This design comes from an exercise in tuning for small area on the open sky130 flow, not from production work. RTL that was checked went through simulation tests only; none was proved equivalent to the original. The RTL of run 6 was laid out without a check of its function. Power is estimated from default activity; no workload was simulated.

==> design/flow/design.v <==
`default_nettype none
package reg_file_pkg;
    typedef enum logic [0:0] {
        CLEAR = 1'b0,
        RUN   = 1'b1
    } rf_state_t;
    function automatic logic rf_addr_ok(input int unsigned addr,
                                        input int unsigned nregs,
                                        input logic        zero_reg);
        rf_addr_ok = (addr < nregs) && !(zero_reg && (addr == 0));
    endfunction
endpackage
`default_nettype wire
`default_nettype none
module reg_file_aoi222 (
    input  logic a1,
    input  logic a2,
    input  logic b1,
    input  logic b2,
    input  logic c1,
    input  logic c2,
    output logic y
);
    assign y = !((a1 && a2) || (b1 && b2) || (c1 && c2));
endmodule
`default_nettype wire
`default_nettype none
module reg_file_rd_tail
#(
    parameter int N = 11
) (
    input  logic [N-1:0] xn,
    input  logic         ph,
    input  logic         nbyp,
    input  logic         s0,
    input  logic         d0,
    input  logic         s1,
    input  logic         d1,
    output logic         y
);
    assign y = ((ph ^ !(&xn)) && nbyp) || (s0 && d0) || (s1 && d1);
endmodule
`default_nettype wire
`default_nettype none
module reg_file_and2 (
    input  logic a,
    input  logic b,
    output logic y
);
    assign y = a && b;
endmodule
`default_nettype wire
`default_nettype none
module reg_file_nand2 (
    input  logic a,
    input  logic b,
    output logic y
);
    assign y = !(a && b);
endmodule
`default_nettype wire
`default_nettype none
module reg_file_clear_fsm
#(
    parameter int NREGS = 32,
    parameter int AW    = (NREGS > 1) ? $clog2(NREGS) : 1
) (
    input  logic          clk,
    input  logic          reset,
    input  logic          clear_req,
    output logic          ready,
    output logic          clr_en,
    output logic [AW-1:0] clr_addr
);
    localparam logic [AW-1:0] c_last_addr = AW'(NREGS - 1);
    logic          r_ready;
    logic [AW-1:0] r_ptr;
    always_ff @(posedge clk) begin
        if (reset) begin
            r_ready <= 1'b0;
            r_ptr   <= '0;
        end else if (!r_ready) begin
            r_ptr <= (r_ptr == c_last_addr) ? '0 : r_ptr + AW'(1);
            if (r_ptr == c_last_addr) begin
                r_ready <= 1'b1;
            end
        end else if (clear_req) begin
            r_ready <= 1'b0;
        end
    end
    assign ready    = r_ready;
    assign clr_en   = !r_ready;
    assign clr_addr = r_ptr;
endmodule
`default_nettype wire
`default_nettype none
module reg_file_mp
#(
    parameter  int XLEN     = 32,
    parameter  int NREGS    = 32,
    parameter  int NRD      = 2,
    parameter  int ZERO_REG = 1,
    parameter  int BYPASS   = 1,
    localparam int AW       = $clog2(NREGS)
) (
    input  logic              clk,
    input  logic              reset,
    input  logic              clear_req,
    output logic              ready,
    input  logic              we0,
    input  logic [AW-1:0]     waddr0,
    input  logic [XLEN-1:0]   wdata0,
    input  logic              we1,
    input  logic [AW-1:0]     waddr1,
    input  logic [XLEN-1:0]   wdata1,
    input  logic [NRD*AW-1:0] raddr,
    output logic [NRD*XLEN-1:0] rdata
);
    localparam int FIRST = (ZERO_REG != 0) ? 1 : 0;
    logic            w_clr_en;
    logic [AW-1:0]   w_clr_addr;
    reg_file_clear_fsm #(
        .NREGS (NREGS),
        .AW    (AW)
    ) u_clear_fsm (
        .clk       (clk),
        .reset     (reset),
        .clear_req (clear_req),
        .ready     (ready),
        .clr_en    (w_clr_en),
        .clr_addr  (w_clr_addr)
    );
    logic [XLEN-1:0] r_mem [NREGS];
    logic            r_phase;
    logic [XLEN-1:0] w_wx0, w_wx1;
    always_ff @(posedge clk) begin
        r_phase <= !(ready && r_phase);
    end
    assign w_wx0 = wdata0 ^ {XLEN{r_phase}};
    assign w_wx1 = wdata1 ^ {XLEN{r_phase}};
    if (FIRST != 0) begin : g_zero
        assign r_mem[0] = '0;
    end
    for (genvar i = FIRST; i < NREGS; i++) begin : g_reg
        logic w_hit0, w_hit1, w_sel0, w_sel1, w_hold;
        assign w_hit0 = we0 && (waddr0 == AW'(i));
        assign w_hit1 = we1 && (waddr1 == AW'(i));
        assign w_sel1 = ready && w_hit1;
        assign w_sel0 = ready && w_hit0 && !w_hit1;
        assign w_hold = ready && !w_hit0 && !w_hit1;
        logic [XLEN-1:0] w_nxt;
        for (genvar b = 0; b < XLEN; b++) begin : g_bit
            reg_file_aoi222 u_upd (
                .a1 (r_mem[i][b]), .a2 (w_hold),
                .b1 (w_wx0[b]),    .b2 (w_sel0),
                .c1 (w_wx1[b]),    .c2 (w_sel1),
                .y  (w_nxt[b])
            );
        end
        always_ff @(posedge clk) begin
            r_mem[i] <= w_nxt;
        end
    end
    for (genvar k = 0; k < NRD; k++) begin : g_rd
        logic [AW-1:0]   w_ra;
        logic            w_nz, w_m0, w_m1, w_byp;
        logic [XLEN-1:0] w_rd;
        logic            w_rsel;
        assign w_ra  = raddr[k*AW +: AW];
        assign w_nz  = (ZERO_REG == 0) || (w_ra != '0);
        assign w_m1  = (BYPASS != 0) && !clear_req && we1 && (waddr1 == w_ra);
        assign w_m0  = (BYPASS != 0) && !clear_req && we0 && (waddr0 == w_ra) && !w_m1;
        assign w_byp = w_m0 || w_m1;
        assign w_rsel = ready && w_nz;
        localparam int LB = 2;
        localparam int HB = AW - LB;
        logic [(1<<LB)-1:0] w_lo;
        logic [(1<<HB)-1:0] w_hi;
        always_comb begin
            for (int j = 0; j < (1 << LB); j++) begin
                w_lo[j] = ready && (w_ra[LB-1:0] == LB'(j));
            end
            for (int j = 0; j < (1 << HB); j++) begin
                w_hi[j] = (w_ra[AW-1:LB] == HB'(j));
            end
        end
        logic [NREGS-1:0] w_sel;
        if (FIRST != 0) begin : g_sel0
            assign w_sel[0] = 1'b0;
        end
        for (genvar i = FIRST; i < NREGS; i++) begin : g_sel
            reg_file_and2 u_sel (
                .a (w_hi[i >> LB]),
                .b (w_lo[i & ((1 << LB) - 1)]),
                .y (w_sel[i])
            );
        end
        logic w_bs0, w_bs1, w_nbyp;
        assign w_bs0  = ready && w_nz && w_m0;
        assign w_bs1  = ready && w_nz && w_m1;
        assign w_nbyp = !w_byp;
        localparam int NS = NREGS - FIRST;        
        localparam int NG = NS / 3;               
        localparam int NR = NS - 3 * NG;          
        for (genvar b = 0; b < XLEN; b++) begin : g_bit
            logic [NS-1:0]    w_gs, w_gd;
            logic [NG+NR-1:0] w_gx;
            always_comb begin
                for (int i = 0; i < NS; i++) begin
                    w_gs[i] = w_sel[FIRST + i];
                    w_gd[i] = r_mem[FIRST + i][b];
                end
            end
            for (genvar g = 0; g < NG; g++) begin : g_grp
                reg_file_aoi222 u_grp (
                    .a1 (w_gd[3*g]),   .a2 (w_gs[3*g]),
                    .b1 (w_gd[3*g+1]), .b2 (w_gs[3*g+1]),
                    .c1 (w_gd[3*g+2]), .c2 (w_gs[3*g+2]),
                    .y  (w_gx[g])
                );
            end
            for (genvar g = 0; g < NR; g++) begin : g_rest
                reg_file_nand2 u_rest (
                    .a (w_gd[3*NG+g]),
                    .b (w_gs[3*NG+g]),
                    .y (w_gx[NG+g])
                );
            end
            reg_file_rd_tail #(
                .N (NG + NR)
            ) u_tail (
                .xn   (w_gx),
                .ph   (w_rsel && r_phase),
                .nbyp (w_nbyp),
                .s0   (w_bs0),
                .d0   (wdata0[b]),
                .s1   (w_bs1),
                .d1   (wdata1[b]),
                .y    (w_rd[b])
            );
        end
        assign rdata[k*XLEN +: XLEN] = w_rd;
    end
endmodule
`default_nettype wire
==> design/flow/flow/run.sh <==
#!/bin/bash
# Standard ORFS layout (the standard.sh, standard synthesis unchanged) with
# two placement/CTS options changed:
#  - port buffers use buf_2 (the default picks a slow delay buffer);
#  - clock tree built from clkbuf_8 in sink clusters of at most 16 sinks and
#    50 um, without dummy loads.
# make's full output goes to flow_make.log here; ORFS keeps each step's log
# under orfs/logs/.
set -euo pipefail
bash standard.sh \
  "BUFFER_PORTS_ARGS=-buffer_cell sky130_fd_sc_hd__buf_2" \
  "CTS_ARGS=-sink_clustering_enable -sink_clustering_size 16 -sink_clustering_max_diameter 50 -repair_clock_nets -dont_use_dummy_load -buf_list sky130_fd_sc_hd__clkbuf_8" \
  finish > flow_make.log 2>&1
==> design/flow/standard.sh <==
#!/bin/bash
# synth_recipe.tcl (not shown) runs the flow's synth.tcl, then flattens the netlist and writes it again
# the make line also repeats each setting of config.mk as NAME=value (left out here)
make -C /OpenROAD-flow-scripts/flow DESIGN_CONFIG=/design/flow/config.mk WORK_HOME=/design/flow/orfs CLKGATE_MAP_FILE= SYNTH_SCRIPT=/design/flow/synth_recipe.tcl "${@:-finish}"
==> design/flow/config.mk <==
export PLATFORM = sky130hd
export DESIGN_NAME = reg_file_mp
export DESIGN_NICKNAME = reg_file_mp
export VERILOG_FILES = /design/flow/design.v
export SDC_FILE = /design/flow/constraint.sdc
export NUM_CORES = 4
export LEC_CHECK = 0
export CAP_MARGIN = 20
export CELL_PAD_IN_SITES_DETAIL_PLACEMENT = 1
export CELL_PAD_IN_SITES_GLOBAL_PLACEMENT = 1
export CORE_MARGIN = 2
export CORE_UTILIZATION = 40
export SETUP_SLACK_MARGIN = 0.2
export SLEW_MARGIN = 20
export SYNTH_HIERARCHICAL = 1
==> design/flow/constraint.sdc <==
create_clock -name core_clock -period 6.0 [get_ports {clk}]
set_input_delay 1.2000 -clock core_clock [delete_from_list [all_inputs] [get_ports {clk}]]
set_output_delay 1.2000 -clock core_clock [all_outputs]
set_load 0.01 [all_outputs]
==> impl_metrics.py, run 1 <==
metrics = {
    "grt": {
        "gr-total-overflow": 0,
        "grt_pass1_vias": 50000,
        "grt_usage_pct": 47.2,
        "grt_pass1_wl_mm": 374,
        "grt_max_degree": 65,
        "antenna_found_initial": 5,
    },
    "clock_network": {
        "numCtsBuffers": 118,
        "ctsHtreeMaxLevel": 3,
        "path_clk_slew_ps": 70,
        "cts-root-buf": "clkbuf_8",
        "cts.sinks": 999,
        "cts-root-to-sink-buffers": 3,
        "clk-insertion-delay-late_ps": 850,
        "tritoncts": "done",
        "cts_setup_buffers": 0,
    },
    "floorplan": {
        "rows": 119,
        "initial_core_util_pct": 40.4,
        "die_x_um": 331,
        "die_h_um": 331,
        "core_area_mm2": 0.106,
        "io-pin-count": 154,
        "dieArea_mm2": 0.109,
    },
    "finish": {
        "area_delta_synth_final_pct": 18.3,
        "finalInstanceArea_mm2": 0.0504,
        "final.fill_count": 10900,
        "drive_gt1_share_pct": 18.7,
        "fin_nets": 4172,
        "postLayoutCoreUtil_pct": 47.8,
    },
    "setup_path": {
        "reg2reg_setup_slack_ps": 2690,
        "crit_path_start_kind": "input pin",
        "cp.arrival_ps": 4620,
        "cp_data_required_time_ps": 4800,
        "cp_max_fo": 15,
        "crit_path_end_kind": "primary output",
        "worstSetupPathType": "in -> out",
    },
    "power": {
        "netSwitchingFraction_pct": 25.8,
        "p_sw_w": 0.00294,
        "p_per_area_mw_per_mm2": 226,
        "pwr-share-seq_pct": 58.2,
        "clkPwrFrac_pct": 36.7,
        "p_comb_share_pct": 5.0,
        "p_leak_nw": 18.0,
        "peakVddDrop_v": 0.000173,
        "intPower_w": 0.00844,
    },
    "drt": {
        "drtPass1Iterations": 17,
        "wl_per_cell_um": 49.6,
        "drt-initial-drc-count": 16900,
        "vias": 51200,
        "route.detailed.drc": 0,
        "vias_per_cell": 9.36,
        "wirelength_mm": 272,
        "antenna_left": 0,
    },
    "placed_design": {
        "dp_hpwl_mm": 162,
        "dpl-instance-area_mm2": 0.0487,
        "gp_congestion": 1.01,
        "io_buffers": 153,
    },
    "job": {
        "maxCapViolations": 0,
    },
    "yosys": {
        "ys_warn_count": 10,
        "syn-cell-area_mm2": 0.0426,
        "synth_area_per_cell_um2": 11.9,
        "netlist_instances": 3596,
        "synth_nets": 3687,
    },
    "timing": {
        "rsz0062_at_grt": "no",
        "finalMaxSlewViolations": 0,
        "min_period_ps": 5820,
        "fmax_mhz": 172,
        "fin_crit_sh_pct": 96.9,
        "hold_viol": 0,
        "max-slew-margin-rel_pct": 15.5,
        "fin_skew_ps": 84.0,
        "setup_viol": 0,
        "worst_slew_pin_slew_ps": 1270,
        "setup_tns_ps": 0,
    },
    "hold_path": {
        "hp-class": "reg -> reg",
    },
    "run_status": {
        "outcome": "timing/DRC/antenna clean",
    },
}
final timing paths:
| check | startpoint | end | depth (start not counted) |
|---|---|---|---|
| max | raddr[3] | rdata[18] | 9 |
| max reg2reg | r_phase$_DFF_P_ | r_mem[3][14]$_DFF_P_ | 5 |
| min | r_mem[10][26]$_DFF_P_ | r_mem[10][26]$_DFF_P_ | 1 |
| min reg2reg | r_mem[10][26]$_DFF_P_ | r_mem[10][26]$_DFF_P_ | 1 |
sequential cells by signal, summed over array words and instances, names as in the netlist:
| signal | cells |
|---|---|
| u_clear_fsm.r_ready | 1 |
| r_phase | 1 |
| r_mem | 992 |
| u_clear_fsm.r_ptr | 5 |
power by group through the flow:
| stage | Combinational, W | Clock [W] | Sequential, W |
|---|---|---|---|
| floorplan | 0.000214 | 0 | 0.00678 |
| CTS | 0.000539 | 0.00417 | 0.00663 |
| detailed placement | 0.000538 | 0 | 0.00678 |
| global route | 0.000568 | 0.00442 | 0.00663 |
| global placement | 0.000519 | 0 | 0.00678 |
| finish | 0.000572 | 0.00418 | 0.00663 |
cells in the final DEF (no fill, tap or decap), types with 64 or more instances in the layout:
cell type,n
a222oi_1,1632
nand4_1,136
buf_2,153
nand2_1,85
clkbuf_8,118
dfxtp_1,998
a31o_1,64
buf_4,216
a22o_1,64
nand3_1,76
o31ai_1,64
or4_1,64
through the flow:
stage / worst slack (ps) / instances / hold slack, ps / power (W)
finish: 184 / 5474 / 502 / 0.0114
global route: 231 / 5471 / 517 / 0.0116
CTS: 199 / 5465 / 502 / 0.0113
detailed placement: 67.9 / 5347 / 489 / 0.00732
global placement: 205 / 5338 / 478 / 0.00730
floorplan: 237 / 3596 / 466 / 0.00700
final cells by class:
cell class	count	area, um2	share of cell area (%)
multi-input cells	2551	23800	47.2
flip-flops and latches	999	20000	39.7
repair buffers	409	3230	6.41
well taps	1391	1740	3.45
clock buffers	118	1620	3.22
diodes	4	10.0	0.0198
inverters	2	7.51	0.0149
per-layer routing:
| layer | wire (um) | track usage, % | vias to the layer above |
|---|---|---|---|
| li1 | - | - | 19300 |
| met1 | 95600 | 60.8 | 25400 |
| met2 | 109000 | 66.7 | 5417 |
| met3 | 44500 | 15.4 | 1115 |
| met4 | 22500 | 32.6 | 2 |
| met5 | 13 | 0.0870 | - |
critical path: stages:
cell      delay (ps)
buf_2            260
nor2_1           260
and2_2           470
buf_4            280
a222oi_1         550
nand4_1          540
or4_1            620
a31o_1           250
buf_2            150
timing repair:
| action | in CTS | in global routing |
|---|---|---|
| pin swaps | 0 | 0 |
| hold buffers | 0 | 0 |
| gates resized for setup | 4 | 4 |
| setup endpoints to repair | 14 | 26 |
==> run 2: changes to the inputs <==
==> design/flow/flow/run.sh (replaced) <==
#!/bin/bash
# Standard ORFS layout (the standard.sh, standard synthesis unchanged) with
# two placement/CTS options changed:
#  - port buffers use buf_2 (the default picks a slow delay buffer);
#  - clock tree built from clkbuf_16 in sink clusters of at most 24 sinks and
#    80 um, without dummy loads.
# make's full output goes to flow_make.log here; ORFS keeps each step's log
# under orfs/logs/.
set -euo pipefail
bash standard.sh \
  "BUFFER_PORTS_ARGS=-buffer_cell sky130_fd_sc_hd__buf_2" \
  "CTS_ARGS=-sink_clustering_enable -sink_clustering_size 24 -sink_clustering_max_diameter 80 -repair_clock_nets -dont_use_dummy_load -buf_list sky130_fd_sc_hd__clkbuf_16" \
  finish > flow_make.log 2>&1
==> run 2 against run 1 <==
Effect of this change: still clean; final area fell by 0.63%; routed wire length shrank 0.66%; global-route usage down 0.28 points; critical endpoint is now rdata[50]; highest routed layer unchanged.
==> impl_metrics.py, run 2 <==
metrics = {
    "run_status": {
        "outcome": "timing/DRC/antenna clean",
    },
    "grt": {
        "antenna_found_initial": 5,
        "gr-total-overflow": 0,
        "grt_pass1_vias": 49400,
        "grt_usage_pct": 47.0,
        "grt_max_degree": 65,
        "grt_pass1_wl_mm": 372,
    },
    "timing": {
        "hold_viol": 0,
        "fin_skew_ps": 112,
        "setup_tns_ps": 0,
        "rsz0062_at_grt": "no",
        "fmax_mhz": 170,
        "min_period_ps": 5880,
        "finalMaxSlewViolations": 0,
        "setup_viol": 0,
        "hold_ws_ps": 505,
        "max-slew-margin-rel_pct": 14.8,
        "worst_slew_pin_slew_ps": 1280,
        "fin_crit_sh_pct": 97.9,
    },
    "floorplan": {
        "core_area_mm2": 0.106,
        "initial_core_util_pct": 40.4,
        "io-pin-count": 154,
        "die_h_um": 331,
        "dieArea_mm2": 0.109,
        "rows": 119,
        "die_x_um": 331,
    },
    "clock_network": {
        "tritoncts": "done",
        "ctsHtreeMaxLevel": 2,
        "clk-insertion-delay-late_ps": 730,
        "path_clk_slew_ps": 100,
        "cts-root-buf": "clkbuf_16",
        "numCtsBuffers": 52,
        "holdBufCountCts": 0,
        "cts.sinks": 999,
        "cts-root-to-sink-buffers": 3,
    },
    "drt": {
        "antenna_left": 0,
        "drt-initial-drc-count": 17500,
        "wl_per_cell_um": 49.9,
        "wirelength_mm": 270,
        "route.detailed.drc": 0,
        "vias_per_cell": 9.42,
        "drtPass1Iterations": 17,
        "vias": 50900,
    },
    "setup_path": {
        "cpMaxStageDelayCell": "and2_2",
        "path_buf_inv": 2,
        "cp.arrival_ps": 4680,
        "crit_path_start_kind": "register",
        "cp_data_required_time_ps": 4800,
        "cp_max_fo": 32,
        "cp_top_family": "simple AND/OR/NAND/NOR gates",
        "crit_chain": "buf_4 > nand2_1 > nor2_1 > and2_2 > a222oi_1 > nand4_1 > o31ai_1 > a31o_1 > buf_2",
        "max_stage_delay_ps": 1000,
        "worstSetupPathType": "reg -> out",
        "crit_path_end_kind": "primary output",
    },
    "placed_design": {
        "dp_hpwl_mm": 162,
        "gp_congestion": 1.01,
        "io_buffers": 153,
    },
    "yosys": {
        "netlist_instances": 3596,
        "ys_warn_count": 10,
        "synth_nets": 3687,
        "synth_area_per_cell_um2": 11.9,
        "syn-cell-area_mm2": 0.0426,
    },
    "finish": {
        "largest_register": "r_mem",
        "drive_gt1_share_pct": 17.3,
        "top_regs": "r_mem (992), u_clear_fsm.r_ptr (5)",
        "final_cell_mix": "a222oi_1 (1632), dfxtp_1 (998), buf_4 (216), buf_2 (153), nand4_1 (136)",
        "largest_register_ffs": 992,
        "fin_nets": 4107,
        "final.fill_count": 10900,
        "multi_input_area_mm2": 0.0238,
        "layout_commonest_cell": "a222oi_1",
        "seq_area_mm2": 0.0200,
        "area_delta_synth_final_pct": 17.5,
    },
    "job": {
        "maxCapViolations": 0,
    },
    "power": {
        "p_per_area_mw_per_mm2": 220,
        "p_leak_nw": 17.8,
        "peakVddDrop_v": 0.000214,
    },
    "hold_path": {
        "hp-class": "reg -> reg",
    },
}
-- run 2: metal layers --
metal  track usage (%)  vias to the layer above  wire, um
met5             0.174                        -        46
met2              67.0                     5359    109000
met3              15.1                     1041     43900
li1                  -                    19200         -
met1              60.7                    25300     95300
met4              30.6                        4     21600
-- run 2: path summary, 6_finish.rpt --
kind                                        from               endpoint  slack (ps)  cells after the start
setup reg to reg  u_clear_fsm.r_ready$_SDFF_PP0_  r_mem[23][27]$_DFF_P_        2550                      7
hold / removal             r_mem[31][24]$_DFF_P_  r_mem[31][24]$_DFF_P_         500                      1
setup / recovery  u_clear_fsm.r_ready$_SDFF_PP0_              rdata[50]         120                      9
hold reg to reg            r_mem[31][24]$_DFF_P_  r_mem[31][24]$_DFF_P_         500                      1
-- run 2: where the power goes --
part	total [W]	leakage (nW)	switching [W]	internal, W
logic	0.000572	9.04	0.000481	0.0000910
registers	0.00663	8.09	0.00000202	0.00663
clock network	0.00385	0.641	0.00230	0.00154
total	0.0110	17.8	0.00279	0.00826
-- run 2: final cells by class --
cell class | instances | share of cell area, %
timing repair buffer | 410 | 6.47
multi-input combinational | 2551 | 47.5
tap | 1391 | 3.47
inverter | 2 | 0.0150
sequential | 999 | 39.9
clock buffer | 52 | 2.60
antenna | 2 | 0.00998
-- run 2: stage by stage --
stage	total power (W)	util, %	cells	worst slack, ps	area, um2
floorplan	0.00700	-	3596	237	42700
global placement	0.00730	45.9	5338	205	48400
detailed placement	0.00732	46.1	5347	67.9	48700
CTS	0.0110	47.3	5399	319	50000
global route	0.0113	47.5	5405	217	50100
finish	0.0110	47.5	5407	123	50100
-- run 2: timing repair --
item / 4_1_cts / 5_1_grt
setup buffers: 0 / 0
endpoints found under the setup margin: 14 / 4
gates resized for setup: 4 / 2
==> run 3: changes to the inputs <==
--- a/design/flow/config.mk
+++ b/design/flow/config.mk
@@ -10,6 +10,7 @@
 export CELL_PAD_IN_SITES_GLOBAL_PLACEMENT = 1
 export CORE_MARGIN = 2
 export CORE_UTILIZATION = 40
+export PLACE_DENSITY = 0.7
 export SETUP_SLACK_MARGIN = 0.2
 export SLEW_MARGIN = 20
 export SYNTH_HIERARCHICAL = 1
==> run 3 against run 2 <==
Effect of this change: sequential power hardly changed; final area shrank 0.79%; register-to-register slack worse by 390 ps; maximum frequency fell by 0.99%; routed wire length shrank 7.0%; sequential share of layout area is 0.32 points higher; area after synthesis is the same; total power is 0.53% higher; critical path type unchanged; critical endpoint is now rdata[32]; highest routed layer unchanged.
==> impl_metrics.py, run 3 <==
metrics = {
    "power": {
        "p_leak_nw": 17.6,
        "p_per_area_mw_per_mm2": 223,
        "netSwitchingFraction_pct": 25.1,
        "power_w": 0.0111,
        "peakVddDrop_v": 0.000221,
        "pwr-share-seq_pct": 59.7,
        "p_comb_share_pct": 5.0,
        "p_sw_w": 0.00279,
        "intPower_w": 0.00831,
        "clkPwrFrac_pct": 35.3,
    },
    "drt": {
        "drt-initial-drc-count": 18000,
        "vias_per_cell": 9.36,
        "antenna_left": 0,
        "wl_per_cell_um": 46.6,
        "vias": 50300,
        "drtPass1Iterations": 17,
        "route.detailed.drc": 0,
        "wirelength_mm": 251,
    },
    "clock_network": {
        "tritoncts": "done",
        "path_clk_slew_ps": 100,
        "cts.sinks": 999,
        "cts-root-buf": "clkbuf_16",
        "cts_resized": 0,
        "numCtsBuffers": 54,
        "holdBufCountCts": 0,
        "cts-root-to-sink-buffers": 3,
        "ctsHtreeMaxLevel": 2,
        "cts_setup_buffers": 0,
        "clk-insertion-delay-late_ps": 720,
    },
    "yosys": {
        "synth_nets": 3687,
        "ys_warn_count": 10,
        "syn-cell-area_mm2": 0.0426,
        "synth_area_per_cell_um2": 11.9,
        "netlist_instances": 3596,
    },
    "setup_path": {
        "worstSetupPathType": "reg -> out",
        "crit_path_end_kind": "primary output",
        "crit_chain": "buf_4 > inv_2 > nor3_1 > and2_2 > a222oi_1 > nand4_1 > or4_1 > a31o_1 > buf_2",
        "cp_max_fo": 32,
        "cp_data_required_time_ps": 4800,
        "reg2reg_depth": 8,
        "cp.arrival_ps": 4740,
        "max_stage_delay_ps": 1060,
        "cpMaxStageDelayCell": "and2_2",
        "crit_path_start_kind": "register",
    },
    "timing": {
        "fin_skew_ps": 75.1,
        "min_period_ps": 5940,
        "finalMaxSlewViolations": 0,
        "fmax_mhz": 168,
        "hold_viol": 0,
        "worst_slew_pin_slew_ps": 1330,
        "fin_crit_sh_pct": 98.9,
        "max-slew-margin-rel_pct": 11.0,
        "rsz0062_at_grt": "no",
        "setup_tns_ps": 0,
        "setup_viol": 0,
    },
    "grt": {
        "grt_max_degree": 51,
        "gr-total-overflow": 0,
        "antenna_found_initial": 1,
        "grt_pass1_wl_mm": 347,
        "grt_pass1_vias": 47600,
        "grt_usage_pct": 43.4,
    },
    "floorplan": {
        "rows": 119,
        "initial_core_util_pct": 40.4,
        "io-pin-count": 154,
        "core_area_mm2": 0.106,
        "die_h_um": 331,
        "dieArea_mm2": 0.109,
        "die_x_um": 331,
    },
    "finish": {
        "layout_commonest_cell": "a222oi_1",
        "final_cell_mix": "a222oi_1 (1632), dfxtp_1 (998), buf_4 (203), buf_2 (153), nand4_1 (136)",
        "area_delta_synth_final_pct": 16.6,
        "final.fill_count": 11100,
        "antenna_cells": 0,
        "fin_nets": 4080,
        "top_regs": "r_mem (992), u_clear_fsm.r_ptr (5)",
        "largest_register_ffs": 992,
        "largest_register": "r_mem",
        "drive_gt1_share_pct": 16.8,
    },
    "run_status": {
        "outcome": "timing/DRC/antenna clean",
    },
    "job": {
        "maxCapViolations": 0,
    },
    "placed_design": {
        "io_buffers": 153,
        "dp_hpwl_mm": 145,
        "gp_congestion": 1.02,
    },
    "hold_path": {
        "holdPathStages": 1,
        "hp-class": "reg -> reg",
    },
}
-- run 3: cell count changes in the layout (fill, tap and decap cells not counted), sizes merged --
cell    change
buf        -29
clkbuf      +2
diode       -2
-- run 3: area by class of cell --
cell class / count / area (um2) / area share, %
flip-flops and latches: 999 / 20000 / 40.2
repair buffers: 381 / 2820 / 5.67
well taps: 1391 / 1740 / 3.50
clock buffers: 54 / 1350 / 2.72
multi-input cells: 2551 / 23800 / 47.9
inverters: 2 / 7.51 / 0.0151
-- run 3: metal layers --
metal	GRT usage, %	share of wire [%]	vias to the layer above
met4	24.8	7.0	2
met3	18.9	19	951
li1	-	-	19100
met1	56.4	35	24900
met5	0	0.0052	-
met2	59.6	39	5323
-- run 3: worst paths after layout --
check / slack [ps] / to / from
min reg2reg: 500 / r_mem[31][14]$_DFF_P_ / r_mem[31][14]$_DFF_P_
max reg2reg: 2160 / r_mem[4][10]$_DFF_P_ / u_clear_fsm.r_ready$_SDFF_PP0_
min: 500 / r_mem[31][14]$_DFF_P_ / r_mem[31][14]$_DFF_P_
max: 60 / rdata[32] / u_clear_fsm.r_ready$_SDFF_PP0_
-- run 3: per-stage QoR --
| stage | instances | util (%) | worst slack (ps) | cell area [um2] | hold slack, ps |
|---|---|---|---|---|---|
| floorplan | 3596 | - | 237 | 42700 | 466 |
| global placement | 5314 | 45.6 | 567 | 48100 | 478 |
| detailed placement | 5319 | 45.7 | 483 | 48300 | 489 |
| CTS | 5373 | 47.0 | 301 | 49600 | 500 |
| global route | 5378 | 47.1 | 199 | 49700 | 518 |
| finish | 5378 | 47.1 | 64.5 | 49700 | 501 |
-- run 3: power groups by stage --
stage	Clock (W)	Sequential [W]	Combinational, W
after floorplan	0	0.00678	0.000214
after global placement	0	0.00678	0.000515
after detailed placement	0	0.00678	0.000522
after CTS	0.00390	0.00663	0.000522
after global routing	0.00412	0.00663	0.000555
final	0.00392	0.00663	0.000556
-- run 3: worst max-delay path: cells and delay by family, from the launching register on --
| family | cells | cell delay, ps |
|---|---|---|
| simple gates | 4 | 2420 |
| flops | 1 | 340 |
| compound gates | 2 | 590 |
| buf+inv | 3 | 640 |
==> run 4: changes to the inputs <==
--- a/design/flow/design.v
+++ b/design/flow/design.v
@@ -38,7 +38,55 @@
     input  logic         d1,
     output logic         y
 );
-    assign y = ((ph ^ !(&xn)) && nbyp) || (s0 && d0) || (s1 && d1);
+    localparam int NP = (N + 3) / 4;
+    logic [NP-1:0] w_p;
+    logic          w_tn;
+    for (genvar j = 0; j < NP; j++) begin : g_p
+        localparam int W = (N - 4 * j >= 4) ? 4 : N - 4 * j;
+        reg_file_nand_n #(.N (W)) u_nand (.a (xn[4*j +: W]), .y (w_p[j]));
+    end
+    reg_file_rd_veto #(.N (NP)) u_veto (.p (w_p), .nbyp (nbyp), .ph (ph), .tn (w_tn));
+    reg_file_rd_out u_out (.tn (w_tn), .s0 (s0), .d0 (d0), .s1 (s1), .d1 (d1), .y (y));
+endmodule
+`default_nettype wire
+`default_nettype none
+module reg_file_nand_n
+#(
+    parameter int N = 4
+) (
+    input  logic [N-1:0] a,
+    output logic         y
+);
+    assign y = !(&a);
+endmodule
+`default_nettype wire
+`default_nettype none
+module reg_file_rd_veto
+#(
+    parameter int N = 3
+) (
+    input  logic [N-1:0] p,
+    input  logic         nbyp,
+    input  logic         ph,
+    output logic         tn
+);
+    logic w_rn;
+    assign w_rn = !((|p) && nbyp);
+    assign tn   = w_rn ^ ph;
+endmodule
+`default_nettype wire
+`default_nettype none
+module reg_file_rd_out (
+    input  logic tn,
+    input  logic s0,
+    input  logic d0,
+    input  logic s1,
+    input  logic d1,
+    output logic y
+);
+    logic w_bn;
+    assign w_bn = !((s0 && d0) || (s1 && d1));
+    assign y    = !(tn && w_bn);
 endmodule
 `default_nettype wire
 `default_nettype none
@@ -230,7 +278,7 @@
                 .N (NG + NR)
             ) u_tail (
                 .xn   (w_gx),
-                .ph   (w_rsel && r_phase),
+                .ph   (w_rsel && r_phase && w_nbyp),
                 .nbyp (w_nbyp),
                 .s0   (w_bs0),
                 .d0   (wdata0[b]),
==> run 4 against run 3 <==
Effect of this change: the layout now fails its checks (negative setup slack); register-to-register slack better by 290 ps; flip-flop and latch count unchanged; setup slack worse by 99 ps; clock power down 1%; area after synthesis about the same; clock skew down 20 ps; global-route usage up 1.6 points; maximum frequency down 1.6%; highest routed layer unchanged; via count up 1.7%; synthesized cell count about the same.
==> impl_metrics.py, run 4 <==
metrics = {
    "clock_network": {
        "numCtsBuffers": 52,
        "tritoncts": "done",
        "clk-insertion-delay-late_ps": 720,
        "cts.sinks": 999,
        "cts-root-buf": "clkbuf_16",
        "path_clk_slew_ps": 50,
        "ctsHtreeMaxLevel": 2,
        "cts-root-to-sink-buffers": 3,
    },
    "finish": {
        "layout_commonest_cell": "a222oi_1",
        "drive_gt1_share_pct": 18.4,
        "fin_nets": 4105,
        "top_regs": "r_mem (992), u_clear_fsm.r_ptr (5)",
        "largest_register": "r_mem",
        "multi_input_area_mm2": 0.0240,
        "postLayoutCoreUtil_pct": 47.6,
        "area_delta_synth_final_pct": 17.8,
        "final_cell_mix": "a222oi_1 (1632), dfxtp_1 (998), buf_4 (226), buf_2 (153), nand2_1 (152)",
        "largest_register_ffs": 992,
        "seq_area_mm2": 0.0200,
        "final.fill_count": 11100,
        "instances_no_fill": 5416,
    },
    "timing": {
        "setup_viol": 1,
        "fmax_mhz": 166,
        "worst_slew_pin_slew_ps": 1300,
        "fin_skew_ps": 55.0,
        "min_period_ps": 6030,
        "setup_slack_ps": -34.5,
        "finalMaxSlewViolations": 0,
        "hold_viol": 0,
        "max-slew-margin-rel_pct": 13.2,
        "rsz0062_at_grt": "yes",
        "fin_crit_sh_pct": 101,
    },
    "floorplan": {
        "dieArea_mm2": 0.109,
        "core_area_mm2": 0.106,
        "io-pin-count": 154,
        "die_x_um": 330,
        "initial_core_util_pct": 40.4,
        "die_h_um": 330,
        "rows": 119,
    },
    "drt": {
        "route.detailed.drc": 0,
        "vias_per_cell": 9.45,
        "drt-initial-drc-count": 17900,
        "drtPass1Iterations": 22,
        "antenna_left": 0,
        "vias": 51200,
        "wl_per_cell_um": 47.9,
        "wirelength_mm": 259,
    },
    "grt": {
        "gr-total-overflow": 0,
        "grt_usage_pct": 45.1,
        "grt_pass1_wl_mm": 359,
        "grt_pass1_vias": 48700,
        "antenna_found_initial": 22,
        "grt_max_degree": 33,
    },
    "placed_design": {
        "io_buffers": 153,
        "dp_hpwl_mm": 155,
        "dp_slack_ps": 372,
        "dpl.cell_count": 5336,
        "gp_congestion": 1.03,
    },
    "power": {
        "p_leak_nw": 17.4,
        "peakVddDrop_v": 0.000246,
        "p_per_area_mw_per_mm2": 221,
    },
    "run_status": {
        "so_faults": "negative setup slack",
        "outcome": "finished with violations",
    },
    "yosys": {
        "ys_warn_count": 10,
        "syn-cell-area_mm2": 0.0426,
        "synth_nets": 3688,
        "synth_area_per_cell_um2": 11.9,
        "netlist_instances": 3597,
    },
    "setup_path": {
        "cp_max_fo": 14,
        "cp_data_required_time_ps": 4800,
        "crit_path_start_kind": "input pin",
        "crit_path_end_kind": "primary output",
        "worstSetupPathType": "in -> out",
        "cp.arrival_ps": 4830,
    },
    "job": {
        "maxCapViolations": 0,
    },
    "hold_path": {
        "hp-class": "reg -> reg",
    },
}
[run 4: final timing paths]
path | to | slack, ps | cells past startpoint | start
min | u_clear_fsm.r_ptr[4]$_SDFFE_PP0N_ | 500 | 2 | u_clear_fsm.r_ptr[4]$_SDFFE_PP0N_
max | rdata[51] | -30 | 10 | raddr[9]
min reg2reg | u_clear_fsm.r_ptr[4]$_SDFFE_PP0N_ | 500 | 2 | u_clear_fsm.r_ptr[4]$_SDFFE_PP0N_
max reg2reg | r_mem[30][20]$_DFF_P_ | 2450 | 7 | u_clear_fsm.r_ready$_SDFF_PP0_
[run 4: through the flow]
| stage | setup TNS [ps] | cell area, um2 | power (W) | hold slack (ps) |
|---|---|---|---|---|
| after floorplan | 0 | 42600 | 0.00700 | 466 |
| after global placement | 0 | 48300 | 0.00729 | 478 |
| after detailed placement | 0 | 48500 | 0.00730 | 488 |
| after CTS | 0 | 49800 | 0.0110 | 501 |
| after global routing | 0 | 50200 | 0.0113 | 516 |
| final | -34.5 | 50200 | 0.0111 | 499 |
[run 4: what timing repair did]
action	4_1_cts	5_1_grt
gates resized for setup	0	7
setup endpoints to repair	0	17
setup buffers	0	0
hold buffers	0	0
[run 4: worst max-delay path, stage by stage]
cell      delay [ps]
buf_2            250
nor3b_1          730
and2_1           970
buf_4            400
a222oi_1         140
nand4_1          380
o31ai_2          200
xor2_1           320
nand2_1           80
buf_2            150
[run 4: area by class of cell]
cell class	count	area share, %
multi-input combinational	2551	47.8
sequential	999	39.8
timing repair buffer	408	6.26
tap	1391	3.47
clock buffer	52	2.59
antenna	13	0.0648
inverter	2	0.0150
[run 4: power by group]
| part | switching, W | internal [W] | total [W] |
|---|---|---|---|
| Clock | 0.00233 | 0.00154 | 0.00388 |
| Combinational | 0.000466 | 0.000104 | 0.000569 |
| Sequential | 0.00000185 | 0.00663 | 0.00663 |
[run 4: routing by layer]
metal	part of all wire, %	vias to the layer above	global-route usage (%)	routed length, um
li1	-	18900	-	-
met1	33	25300	53.2	86000
met2	39	5456	62.6	102000
met3	18	1509	22.5	47900
met4	9.0	18	32.6	23200
met5	0.15	-	2.13	392
==> run 5: changes to the inputs <==
--- a/design/flow/config.mk
+++ b/design/flow/config.mk
@@ -11,6 +11,6 @@
 export CORE_MARGIN = 2
 export CORE_UTILIZATION = 40
 export PLACE_DENSITY = 0.7
-export SETUP_SLACK_MARGIN = 0.2
+export SETUP_SLACK_MARGIN = 0.3
 export SLEW_MARGIN = 20
 export SYNTH_HIERARCHICAL = 1
==> run 5 against run 4 <==
Effect of this change: now clean on timing, DRC and antenna; final cell count unchanged; setup slack gained 220 ps; flip-flop and latch count is the same; clock-buffer cell count unchanged; non-clock buffer count unchanged; via count is 0.30% lower; final area barely moved.
==> impl_metrics.py, run 5 <==
metrics = {
    "grt": {
        "grt_util_met2_pct": 62.6,
        "grtUsageMet1_pct": 53.2,
        "grt_pass1_vias": 48700,
        "grt_max_degree": 33,
        "gr-total-overflow": 0,
        "grt_usage_pct": 45.1,
        "grt_pass1_wl_mm": 359,
        "antenna_found_initial": 22,
        "grt_util_met3_pct": 22.5,
        "top_usage_layer": "met2",
    },
    "clock_network": {
        "clk-insertion-delay-late_ps": 720,
        "cts.sinks": 999,
        "cts_resized": 0,
        "holdBufCountCts": 0,
        "path_clk_slew_ps": 50,
        "cts_setup_buffers": 0,
        "ctsHtreeMaxLevel": 2,
        "tritoncts": "done",
        "numCtsBuffers": 52,
        "cts-root-to-sink-buffers": 3,
        "cts-root-buf": "clkbuf_16",
    },
    "timing": {
        "setup_tns_ps": 0,
        "min_period_ps": 5810,
        "worst_slew_pin_slew_ps": 1270,
        "hold_viol": 0,
        "rsz0062_at_grt": "no",
        "max-slew-margin-rel_pct": 14.9,
        "finalMaxSlewViolations": 0,
        "fin_skew_ps": 61.0,
        "setup_viol": 0,
        "fin_crit_sh_pct": 96.8,
        "fmax_mhz": 172,
    },
    "yosys": {
        "synth_area_per_cell_um2": 11.9,
        "synth_nets": 3688,
        "ys_warn_count": 10,
        "syn-cell-area_mm2": 0.0426,
        "netlist_instances": 3597,
    },
    "finish": {
        "final.fill_count": 11100,
        "largest_register_ffs": 992,
        "final_cell_mix": "a222oi_1 (1632), dfxtp_1 (998), buf_4 (226), buf_2 (153), nand2_1 (152)",
        "drive_gt1_share_pct": 18.4,
        "instances_no_fill": 5416,
        "postLayoutCoreUtil_pct": 47.6,
        "layout_commonest_cell": "a222oi_1",
        "top_regs": "r_mem (992), u_clear_fsm.r_ptr (5)",
        "fin_nets": 4105,
        "area_delta_synth_final_pct": 17.8,
        "largest_register": "r_mem",
    },
    "power": {
        "intPower_w": 0.00827,
        "p_leak_nw": 17.4,
        "p_sw_w": 0.00280,
        "pwr-share-seq_pct": 59.9,
        "peakVddDrop_v": 0.000243,
        "clkPwrFrac_pct": 35.0,
        "p_comb_share_pct": 5.2,
        "netSwitchingFraction_pct": 25.3,
        "p_per_area_mw_per_mm2": 221,
    },
    "hold_path": {
        "hp-class": "reg -> reg",
    },
    "drt": {
        "vias_per_cell": 9.42,
        "vias": 51000,
        "route.detailed.drc": 0,
        "wirelength_mm": 259,
        "drtPass1Iterations": 17,
        "wl_per_cell_um": 47.9,
        "drt-initial-drc-count": 18100,
        "antenna_left": 0,
    },
    "floorplan": {
        "dieArea_mm2": 0.109,
        "initial_core_util_pct": 40.4,
        "die_x_um": 330,
        "core_area_mm2": 0.106,
        "die_h_um": 330,
        "io-pin-count": 154,
        "rows": 119,
    },
    "setup_path": {
        "crit_path_start_kind": "input pin",
        "max_stage_delay_ps": 870,
        "crit_path_end_kind": "primary output",
        "cpMaxStageDelayCell": "nor3_1",
        "cp_data_required_time_ps": 4800,
        "cp.arrival_ps": 4610,
        "reg2reg_setup_slack_ps": 2430,
        "crit_chain": "buf_2 > nor3_1 > and2_1 > buf_4 > a222oi_1 > nand4_1 > o31ai_2 > xor2_1 > nand2_1 > buf_2",
        "worstSetupPathType": "in -> out",
        "cp_common_cell": "buf_2",
        "cp_max_fo": 27,
    },
    "placed_design": {
        "dpl.cell_count": 5336,
        "gp_congestion": 1.03,
        "io_buffers": 153,
        "dp_hpwl_mm": 155,
    },
    "run_status": {
        "outcome": "timing/DRC/antenna clean",
    },
    "job": {
        "maxCapViolations": 0,
    },
}
## run 5: routing by layer
layer / up-vias / part of all wire [%] / wire, um
li1: 18900 / - / -
met1: 25000 / 33 / 85600
met2: 5550 / 39 / 102000
met3: 1528 / 19 / 48000
met4: 19 / 9.0 / 23300
met5: - / 0.17 / 437
## run 5: cell type report
| class | instances | area (um2) | area share (%) |
|---|---|---|---|
| multi-input combinational | 2551 | 24000 | 47.8 |
| antenna | 13 | 32.5 | 0.0648 |
| sequential | 999 | 20000 | 39.8 |
| timing repair buffer | 408 | 3140 | 6.26 |
| clock buffer | 52 | 1300 | 2.59 |
| inverter | 2 | 7.51 | 0.0150 |
| tap | 1391 | 1740 | 3.47 |
## run 5: power by group through the flow
stage / logic, W / clock network (W) / registers, W
6_report: 0.000571 / 0.00387 / 0.00663
5_1_grt: 0.000566 / 0.00406 / 0.00663
4_1_cts: 0.000515 / 0.00382 / 0.00663
3_5_place_dp: 0.000515 / 0 / 0.00678
3_3_place_gp: 0.000508 / 0 / 0.00678
2_1_floorplan: 0.000214 / 0 / 0.00678
## run 5: worst paths after layout
path,depth (start not counted),to,startpoint
min reg2reg,2,u_clear_fsm.r_ptr[4]$_SDFFE_PP0N_,u_clear_fsm.r_ptr[4]$_SDFFE_PP0N_
min,2,u_clear_fsm.r_ptr[4]$_SDFFE_PP0N_,u_clear_fsm.r_ptr[4]$_SDFFE_PP0N_
max reg2reg,7,r_mem[30][14]$_DFF_P_,u_clear_fsm.r_ready$_SDFF_PP0_
max,10,rdata[49],raddr[6]
## run 5: through the flow
| stage | cell area, um2 | power, W | hold WS, ps | setup WS [ps] |
|---|---|---|---|---|
| CTS | 49800 | 0.0110 | 501 | 357 |
| detailed placement | 48500 | 0.00730 | 488 | 372 |
| global route | 50200 | 0.0113 | 516 | 317 |
| global placement | 48300 | 0.00729 | 478 | 164 |
| floorplan | 42600 | 0.00700 | 466 | 342 |
| finish | 50200 | 0.0111 | 499 | 190 |
## run 5: critical path: cells and delay by family
kind,cells,cell delay [ps]
xor gates and xnor gates,1,360
AOI/OAI and AO/OA,2,330
and+or+nand+nor,4,1870
buffers and inverters,3,830
==> run 6: changes to the inputs <==
==> design/flow/design.v (replaced) <==
`default_nettype none
package reg_file_pkg;
    typedef enum logic [0:0] {
        CLEAR = 1'b0,
        RUN   = 1'b1
    } rf_state_t;
    function automatic logic rf_addr_ok(input int unsigned addr,
                                        input int unsigned nregs,
                                        input logic        zero_reg);
        rf_addr_ok = (addr < nregs) && !(zero_reg && (addr == 0));
    endfunction
endpackage
`default_nettype wire
`default_nettype none
module reg_file_clear_fsm
#(
    parameter int NREGS = 32,
    parameter int AW    = (NREGS > 1) ? $clog2(NREGS) : 1
) (
    input  logic          clk,
    input  logic          reset,
    input  logic          clear_req,
    output logic          ready,
    output logic          clr_en,
    output logic [AW-1:0] clr_addr
);
    localparam logic [AW-1:0] c_last_addr = AW'(NREGS - 1);
    reg_file_pkg::rf_state_t     r_state;
    reg_file_pkg::rf_state_t     w_state_nxt;
    logic [AW-1:0] r_ptr;
    logic [AW-1:0] w_ptr_nxt;
    always_ff @(posedge clk) begin
        if (reset) begin
            r_state <= reg_file_pkg::CLEAR;
            r_ptr   <= '0;
        end else begin
            r_state <= w_state_nxt;
            r_ptr   <= w_ptr_nxt;
        end
    end
    always_comb begin
        w_state_nxt = r_state;
        w_ptr_nxt   = r_ptr;
        case (r_state)
            reg_file_pkg::CLEAR: begin
                w_ptr_nxt = r_ptr + AW'(1);
                if (r_ptr == c_last_addr) begin
                    w_state_nxt = reg_file_pkg::RUN;
                end
            end
            reg_file_pkg::RUN: begin
                if (clear_req) begin
                    w_state_nxt = reg_file_pkg::CLEAR;
                    w_ptr_nxt   = '0;
                end
            end
            default: begin
                w_state_nxt = reg_file_pkg::CLEAR;
                w_ptr_nxt   = '0;
            end
        endcase
    end
    always_comb begin
        ready    = (r_state == reg_file_pkg::RUN);
        clr_en   = (r_state == reg_file_pkg::CLEAR);
        clr_addr = r_ptr;
    end
endmodule
`default_nettype wire
`default_nettype none
module reg_file_mp
#(
    parameter  int XLEN     = 32,
    parameter  int NREGS    = 32,
    parameter  int NRD      = 2,
    parameter  int ZERO_REG = 1,
    parameter  int BYPASS   = 1,
    localparam int AW       = $clog2(NREGS)
) (
    input  logic              clk,
    input  logic              reset,
    input  logic              clear_req,
    output logic              ready,
    input  logic              we0,
    input  logic [AW-1:0]     waddr0,
    input  logic [XLEN-1:0]   wdata0,
    input  logic              we1,
    input  logic [AW-1:0]     waddr1,
    input  logic [XLEN-1:0]   wdata1,
    input  logic [NRD*AW-1:0] raddr,
    output logic [NRD*XLEN-1:0] rdata
);
    localparam logic c_zero_reg = (ZERO_REG != 0);
    logic [XLEN-1:0] r_mem [NREGS];
    logic            w_clr_en;
    logic [AW-1:0]   w_clr_addr;
    logic            w_wr_go;
    logic            w_wr0;
    logic            w_wr1;
    reg_file_clear_fsm #(
        .NREGS (NREGS),
        .AW    (AW)
    ) u_clear_fsm (
        .clk       (clk),
        .reset     (reset),
        .clear_req (clear_req),
        .ready     (ready),
        .clr_en    (w_clr_en),
        .clr_addr  (w_clr_addr)
    );
    assign w_wr_go = ready && !clear_req;
    assign w_wr0   = w_wr_go && we0 && reg_file_pkg::rf_addr_ok(32'(waddr0), NREGS, c_zero_reg);
    assign w_wr1   = w_wr_go && we1 && reg_file_pkg::rf_addr_ok(32'(waddr1), NREGS, c_zero_reg);
    always_ff @(posedge clk) begin
        if (!reset) begin
            if (w_clr_en) begin
                r_mem[w_clr_addr] <= '0;
            end else begin
                if (w_wr0) begin
                    r_mem[waddr0] <= wdata0;
                end
                if (w_wr1) begin
                    r_mem[waddr1] <= wdata1;
                end
            end
        end
    end
    for (genvar k = 0; k < NRD; k++) begin : g_rd
        logic [AW-1:0]   w_ra;
        logic [XLEN-1:0] w_rd;
        assign w_ra = raddr[k*AW +: AW];
        always_comb begin
            w_rd = '0;
            if (ready && reg_file_pkg::rf_addr_ok(32'(w_ra), NREGS, c_zero_reg)) begin
                w_rd = r_mem[w_ra];
                if ((BYPASS != 0) && !clear_req) begin
                    if (we0 && (waddr0 == w_ra)) begin
                        w_rd = wdata0;
                    end
                    if (we1 && (waddr1 == w_ra)) begin
                        w_rd = wdata1;
                    end
                end
            end
        end
        assign rdata[k*XLEN +: XLEN] = w_rd;
    end
endmodule
`default_nettype wire
==> design/flow/run.sh (new file) <==
#!/bin/bash
# synth_recipe.tcl (not shown) runs the flow's synth.tcl, then flattens the netlist and writes it again
# the make line also repeats each setting of config.mk as NAME=value (left out here)
make -C /OpenROAD-flow-scripts/flow DESIGN_CONFIG=/design/flow/config.mk WORK_HOME=/design/flow/orfs CLKGATE_MAP_FILE= SYNTH_SCRIPT=/design/flow/synth_recipe.tcl finish
==> design/flow/config.mk (replaced) <==
export PLATFORM = sky130hd
export DESIGN_NAME = reg_file_mp
export DESIGN_NICKNAME = reg_file_mp
export VERILOG_FILES = /design/flow/design.v
export SDC_FILE = /design/flow/constraint.sdc
export NUM_CORES = 4
export LEC_CHECK = 0
export CAP_MARGIN = 20
export CORE_MARGIN = 2
export CORE_UTILIZATION = 40
export SLEW_MARGIN = 20
removed: design/flow/flow/run.sh
removed: design/flow/standard.sh
==> run 6 against run 5 <==
Effect of this change: routed wire length shrank 8.2%; hold slack improved by 70 ps; setup slack improved by 320 ps; critical path type unchanged; highest routed layer unchanged; still clean; total power rose by 48%.
==> impl_metrics.py, run 6 <==
metrics = {
    "setup_path": {
        "crit_chain": "clkdlybuf4s50_1 > xor2_1 > nor4_1 > and3_2 > buf_4 > a22oi_1 > o211ai_1 > clkdlybuf4s50_1",
        "worstSetupPathType": "in -> out",
        "crit_path_start_kind": "input pin",
        "max_stage_delay_ps": 590,
        "crit_path_end_kind": "primary output",
        "cp_common_cell": "clkdlybuf4s50_1",
        "cp_max_fo": 18,
        "cpMaxStageDelayCell": "clkdlybuf4s50_1",
        "cp_data_required_time_ps": 4800,
        "cp.arrival_ps": 4290,
    },
    "finish": {
        "layout_commonest_cell": "nand2_1",
        "drive_gt1_share_pct": 14.2,
        "final_cell_mix": "nand2_1 (1165), edfxtp_1 (1024), o21ai_0 (986), mux2i_1 (512)",
        "fin_nets": 5560,
        "final.fill_count": 13400,
        "largest_register_ffs": 1024,
        "area_delta_synth_final_pct": 13.5,
        "largest_register": "r_mem",
        "top_regs": "r_mem (1024), u_clear_fsm.r_ptr (5), u_clear_fsm.r_state (1)",
    },
    "drt": {
        "route.detailed.drc": 0,
        "antenna_left": 0,
        "vias_per_cell": 6.59,
        "wirelength_mm": 238,
        "drt-initial-drc-count": 7625,
        "drtPass1Iterations": 6,
        "vias": 49900,
        "wl_per_cell_um": 31.4,
    },
    "clock_network": {
        "cts-root-to-sink-buffers": 3,
        "cts.sinks": 1030,
        "tritoncts": "done",
        "clk-insertion-delay-late_ps": 740,
        "numCtsBuffers": 111,
        "holdBufCountCts": 0,
        "cts_resized": 0,
        "path_clk_slew_ps": 60,
        "ctsHtreeMaxLevel": 3,
        "cts_setup_buffers": 0,
        "cts-root-buf": "clkbuf_16",
    },
    "power": {
        "peakVddDrop_v": 0.000207,
        "intPower_w": 0.0123,
        "pwr-share-seq_pct": 48.0,
        "netSwitchingFraction_pct": 24.6,
        "p_sw_w": 0.00404,
        "p_comb_share_pct": 9.6,
        "clkPwrFrac_pct": 42.3,
        "p_leak_nw": 21.2,
        "p_per_area_mw_per_mm2": 238,
    },
    "yosys": {
        "syn-cell-area_mm2": 0.0607,
        "ys_warn_count": 2,
        "netlist_instances": 5636,
        "synth.distinct_cells": 50,
        "synth_nets": 5727,
        "synth_area_per_cell_um2": 10.8,
        "synth.largest_area_cell": "edfxtp_1",
        "synth_area_leaders": "edfxtp_1 (51%), mux4_2 (9.5%), mux2i_1 (8.4%)",
        "synthArstFlopShare_pct": 0,
        "synth-seq-cells": 1030,
        "synth_top_area_share_pct": 50.7,
        "synth_most_common_cell": "nand2_1",
        "synth_ff_type": "edfxtp_1",
        "synth-edff-count": 1024,
        "synth-seq-area-share_pct": 50.9,
        "synth_commonest_cells": "nand2_1 (1171), edfxtp_1 (1024), o21ai_0 (986), mux2i_1 (512), clkbuf_1 (428)",
    },
    "timing": {
        "finalMaxSlewViolations": 0,
        "worst_slew_pin_slew_ps": 1200,
        "fin_skew_ps": 16.1,
        "fmax_mhz": 182,
        "fin_crit_sh_pct": 91.4,
        "setup_viol": 0,
        "hold_viol": 0,
        "setup_tns_ps": 0,
        "rsz0062_at_grt": "no",
        "hold_ws_ps": 569,
        "max-slew-margin-rel_pct": 20.2,
        "min_period_ps": 5490,
    },
    "run_status": {
        "outcome": "timing/DRC/antenna clean",
    },
    "placed_design": {
        "gp_congestion": 0.922,
        "io_buffers": 153,
        "dp_hpwl_mm": 140,
    },
    "grt": {
        "grt_pass1_wl_mm": 337,
        "grt_pass1_vias": 46700,
        "grt_max_degree": 70,
        "grt_usage_pct": 29.9,
        "antenna_found_initial": 16,
        "gr-total-overflow": 0,
    },
    "floorplan": {
        "core_area_mm2": 0.150,
        "die_x_um": 393,
        "io-pin-count": 154,
        "dieArea_mm2": 0.155,
        "die_h_um": 393,
        "rows": 142,
        "initial_core_util_pct": 40.4,
    },
    "hold_path": {
        "hp-class": "reg -> reg",
    },
    "job": {
        "maxCapViolations": 0,
    },
}
==> run 6: final cells by class <==
| type | instances | area (um2) | area share, % |
|---|---|---|---|
| tap | 2016 | 2520 | 3.67 |
| timing repair buffer | 423 | 4330 | 6.29 |
| sequential | 1030 | 30900 | 44.9 |
| clock inverter | 62 | 619 | 0.900 |
| multi-input combinational | 3868 | 27400 | 39.8 |
| clock buffer | 140 | 2930 | 4.26 |
| antenna | 2 | 5.00 | 0.00727 |
| inverter | 35 | 136 | 0.198 |
==> run 6: stage by stage <==
stage                     cell area (um2)  util (%)  power, W  std cells  worst slack (ps)
after floorplan                     60700         -   0.00886       5636              1320
after global placement              65200      43.4   0.00954       7369               570
after detailed placement            65200      43.4   0.00955       7369               603
after CTS                           68800      45.8    0.0163       7571               590
after global routing                68800      45.8    0.0167       7575               329
final                               68800      45.8    0.0164       7576               514
==> run 6: per-layer routing <==
metal / global-route usage [%] / share of wire [%] / vias to the layer above / wire length, um
li1: - / - / 21000 / -
met1: 40.7 / 38 / 24400 / 89600
met2: 44.9 / 44 / 3708 / 104000
met3: 8.40 / 14 / 731 / 33400
met4: 11.9 / 4.6 / 14 / 11100
met5: 0 / 0.15 / - / 359
==> run 6: power groups by stage <==
stage / clock [W] / combinational, W / sequential, W
after detailed placement: 0 / 0.00153 / 0.00802
after CTS: 0.00693 / 0.00153 / 0.00787
final: 0.00693 / 0.00158 / 0.00787
after global placement: 0 / 0.00152 / 0.00802
after global routing: 0.00721 / 0.00162 / 0.00787
after floorplan: 0 / 0.000852 / 0.00801
==> run 6: cell families (layout without fill, tap and decap cells) <==
logic type	after synthesis	after routing	share of synthesized area (%)
AOI/OAI and AO/OA	1687	1687	16.4
xor gates and xnor gates	20	20	0.289
adders and majority gates	2	2	0.0413
buffers and inverters	738	660	5.13
DFF	1030	1030	50.9
muxes	768	768	18.0
other	0	2	0
and+or+nand+nor	1391	1391	9.27
==> run 6: worst paths after layout <==
path,startpoint,endpoint,slack [ps],depth (start not counted)
max,waddr1[3],rdata[54],510,8
min,u_clear_fsm.r_ptr[3]$_SDFFE_PP0P_,u_clear_fsm.r_ptr[3]$_SDFFE_PP0P_,570,2
max reg2reg,u_clear_fsm.r_state$_SDFF_PP0_,r_mem[3][31]$_DFFE_PP_,2260,6
min reg2reg,u_clear_fsm.r_ptr[3]$_SDFFE_PP0P_,u_clear_fsm.r_ptr[3]$_SDFFE_PP0P_,570,2
==> run 6: critical path, delay by kind of cell <==
kind                   cells  cell delay (ps)
AND/OR/NAND/NOR            2              810
XOR/XNOR                   1              240
buffers and inverters      3             1610
AO/OA/AOI/OAI              2              400

[port drivers added, routing unchanged]
The results above use ideal ports. As a check the final layouts listed here were re-extracted and re-timed, cells and wires unchanged. Step 1 sets driving cells, clkbuf_16 on the clock port and buf_2 on the other inputs (assumed; they add their load-dependent delay and slew). Step 2 times the ports against the registers' clock, not the clock port: input delays grow and output delays shrink by t, the midpoint of the rising clock arrivals with the driver on. Three values: ideal ports, drivers, drivers and shift; two values: the first two.
run | shift t [ns] | setup slack, ns | worst hold slack (ns) | slew at the worst register clock pin (ns)
run 1 | 0.859 | 0.184 / 0.136 / 0.163 | 0.502 / 0.502 / 0.502 | 0.10 / 0.10
run 2 | 0.747 | 0.123 / 0.050 / 0.149 | 0.505 / 0.505 / 0.505 | 0.11 / 0.11
run 3 | 0.754 | 0.065 / -0.008 / 0.165 | 0.501 / 0.501 / 0.501 | 0.10 / 0.10
run 4 | 0.779 | -0.034 / -0.188 / -0.188 | 0.499 / 0.499 / 0.499 | 0.11 / 0.11
run 5 | 0.770 | 0.190 / 0.091 / 0.091 | 0.499 / 0.499 / 0.499 | 0.11 / 0.11
run 6 | 0.798 | 0.514 / 0.489 / 0.489 | 0.569 / 0.569 / 0.569 | 0.07 / 0.07
For run 4, which loses most, drivers alone change the setup slack by -0.154 ns; drivers and shift together by -0.154 ns.
